Background: an optimization exercise with open tools, aiming at small area, a short achievable clock period and few clock cycles per item. Do not read the settings as production practice. At most, simulation tests tie the RTL to the original design; equivalence was not proved.

Setup of run D:
## ex_stage_mdu
module ex_stage_mdu (
    input  logic        clock,
    input  logic        reset,
    input  logic        in_valid,
    output logic        in_ready,
    input  logic [4:0]  op,
    input  logic [31:0] operand_a,
    input  logic [31:0] operand_b,
    input  logic [1:0]  fwd_sel_a,
    input  logic [1:0]  fwd_sel_b,
    input  logic [31:0] wb_data,
    input  logic        is_jump,
    input  logic [31:0] pt_wdata_in,
    input  logic [4:0]  pt_rd_in,
    input  logic [31:0] pt_pc_in,
    input  logic        mem_stall,
    input  logic        flush,
    output logic        out_valid,
    output logic [31:0] res_out,
    output logic [31:0] pt_wdata_out,
    output logic [4:0]  pt_rd_out,
    output logic [31:0] pt_pc_out,
    output logic        redirect_valid,
    output logic [31:0] redirect_addr,
    output logic        busy
);
Size: roughly 270 flip-flops, ~60000 um2 of cells after synthesis.
export LEC_CHECK = 0
export ABC_AREA = 1
export CAP_MARGIN = 20
export CORE_MARGIN = 2
export CORE_UTILIZATION = 30
export SETUP_SLACK_MARGIN = 2.0
export SLEW_MARGIN = 40
export SYNTH_HIERARCHICAL = 1
export SYNTH_MINIMUM_KEEP_SIZE = 0
create_clock -name core_clock -period 16.0 [get_ports {clock}]
standard.sh (not shown) runs the stock make flow with config.mk's settings and CLKGATE_MAP_FILE= SYNTH_SCRIPT=/design/flow/synth_recipe.tcl, a recipe that flattens the netlist after the stock synthesis.
==> flow/flow/run.sh <==
#!/bin/bash
# Standard ORFS layout; ports are buffered with a regular buffer instead of
# the delay cell buffer_ports picks by default.
set -euo pipefail
bash standard.sh "BUFFER_PORTS_ARGS=-buffer_cell sky130_fd_sc_hd__buf_4" finish > orfs_make.log 2>&1
Run D completed every stage of the flow, and the final layout passed the timing, design-rule and antenna checks.
#### Input delta (run A over run D)
--- a/flow/design.v
+++ b/flow/design.v
@@ -16,24 +16,24 @@
     input  logic        mem_stall,
     input  logic        flush,
     output logic        out_valid,
     output logic [31:0] res_out,
     output logic [31:0] pt_wdata_out,
     output logic [4:0]  pt_rd_out,
     output logic [31:0] pt_pc_out,
     output logic        redirect_valid,
     output logic [31:0] redirect_addr,
     output logic        busy
 );
-    localparam int K = 4;
-    localparam int CW = 3;             
+    localparam int K = 3;
+    localparam int CW = 4;             
     logic [31:0] op_a, op_b;
     always_comb begin
         case (fwd_sel_a)
             2'd1:    op_a = res_out;
             2'd2:    op_a = wb_data;
             default: op_a = operand_a;
         endcase
         case (fwd_sel_b)
             2'd1:    op_b = res_out;
             2'd2:    op_b = wb_data;
             default: op_b = operand_b;
@@ -706,62 +706,63 @@
     assign b_zero   = (op_b == 32'd0);
     assign d_fast   = b_zero || (abs_a < abs_b);
     logic [31:0] fast_res;
     assign fast_res = d_remop ? op_a : {32{b_zero}};
     function automatic logic [5:0] clz32(input logic [31:0] x);
         logic [5:0] n;
         n = 6'd32;
         for (int i = 0; i < 32; i++) if (x[i]) n = 31 - i;
         clz32 = n;
     endfunction
     logic [5:0] clz_a, clz_b, pdiff;
-    logic [2:0] m1;
+    logic [3:0] m1;
     assign clz_a = clz32(abs_a);
     assign clz_b = clz32(abs_b);
     assign pdiff = clz_b - clz_a;            
-    assign m1    = pdiff[4:2];               
-    logic [63:0] norm;
-    assign norm = {4'd0, abs_a, 28'd0} >> {m1, 2'b00};
-    logic [31:0] rem, quo, dvs;
+    assign m1    = 4'(pdiff[4:0] / 5'd3);    
+    logic [64:0] norm;
+    assign norm = {3'd0, abs_a, 30'd0} >> (m1 * 3);
+    logic [31:0] rem, dvs;
+    logic [32:0] quo;
     logic [CW-1:0] cnt;
     logic        q_neg, r_sel;
     logic [31:0] d_wdata, d_pc;
     logic [4:0]  d_rd;
     logic [31:0] rem_s [0:K];
-    logic [31:0] quo_s [0:K];
+    logic [32:0] quo_s [0:K];
     logic [32:0] diff_s [0:K-1];
     always_comb begin
         rem_s[0] = rem;
         quo_s[0] = quo;
         for (int s = 0; s < K; s++) begin
-            diff_s[s]  = {rem_s[s], quo_s[s][31]} - {1'b0, dvs};
-            rem_s[s+1] = diff_s[s][32] ? {rem_s[s][30:0], quo_s[s][31]} : diff_s[s][31:0];
-            quo_s[s+1] = {quo_s[s][30:0], !diff_s[s][32]};
+            diff_s[s]  = {rem_s[s], quo_s[s][32]} - {1'b0, dvs};
+            rem_s[s+1] = diff_s[s][32] ? {rem_s[s][30:0], quo_s[s][32]} : diff_s[s][31:0];
+            quo_s[s+1] = {quo_s[s][31:0], !diff_s[s][32]};
         end
     end
     logic [31:0] d_pick, d_held, div_res;
     logic        fix;
-    assign d_pick  = r_sel ? rem_s[K] : quo_s[K];
-    assign d_held  = r_sel ? rem : quo;
+    assign d_pick  = r_sel ? rem_s[K] : quo_s[K][31:0];
+    assign d_held  = r_sel ? rem : quo[31:0];
     assign div_res = fix ? (~d_held + 32'd1) : d_pick;
     logic wr_single, wr_fast, start_div, wr_div, step, last;
     assign wr_single = fire && !flush && !is_div;
     assign wr_fast   = fire && !flush && is_div && d_fast;
     assign start_div = fire && !flush && is_div && !d_fast;
     assign last      = (cnt == '0);
     assign wr_div    = busy && !flush && !mem_stall && (fix || (last && !q_neg));
     assign step      = busy && !fix && (!last || q_neg || !mem_stall);
     always_ff @(posedge clock) begin
         if (start_div) begin
-            rem     <= norm[63:32];
-            quo     <= norm[31:0];
+            rem     <= norm[64:33];
+            quo     <= norm[32:0];
             dvs     <= abs_b;
             cnt     <= m1;
             fix     <= 1'b0;
             q_neg   <= d_remop ? a_neg : (a_neg ^ b_neg);
             r_sel   <= d_remop;
             d_wdata <= pt_wdata_in;
             d_rd    <= pt_rd_in;
             d_pc    <= pt_pc_in;
         end else if (step) begin
             rem <= rem_s[K];
             quo <= quo_s[K];
==> comparison <==
- Run A: done, clean on timing, DRC and antenna
- Compared with run D, run A shows a lower critical path depth in cells.
- Summary: clock skew, run A worse than run D
- Number of flops mapped to enable cells by yosys (lower): run D
- Run D -> run A: number of max-capacitance violations reported flat
- Compared run D against run A; worst-skew pair later-pin latency within noise.
- [compare] base=run D new=run A: synthesized-area fraction occupied by adder cells saw a decrease, share of post-route cells with drive strength above 1 up 1.3 points.
- After synthesis and placement, the instance count of run A is above that of run D.
Testbench counts of run A, summed over its fixed seeds: cycles 174,192, instrs 160,000.
The RTL of run D was laid out without a check of its function.

==> afterwards: timing with drivers on the ports <==
No port has a modelled driver above. Below, the same layouts with a new extraction and two added sets of constraints.
Step 1 assumes that a clkbuf_16 drives the clock port and a buf_2 every other input.
Step 2, shift: input delay + t, output delay - t, t = (earliest + latest rising clock arrival at the registers) / 2. This alone moves slack from input paths to output paths.
a / b / c = no drivers / after step 1 / after step 2; a / b = the first two.
| run | t, ns | setup slack, ns | hold WS [ns] | worst data-port slew with drivers (ns) | cell pins on the clock port's net |
|---|---|---|---|---|---|
| run D | 0.617 | 2.126 / 2.104 / 2.104 | 0.464 / 0.464 / 0.464 | 0.15 | 1 |
| run A | 0.607 | 2.054 / 1.981 / 1.981 | 0.460 / 0.460 / 0.460 | 0.16 | 1 |
After both steps setup and hold are still met in every run listed. For run A, which loses most, drivers alone change the setup slack by -0.073 ns; drivers and shift together by -0.073 ns.
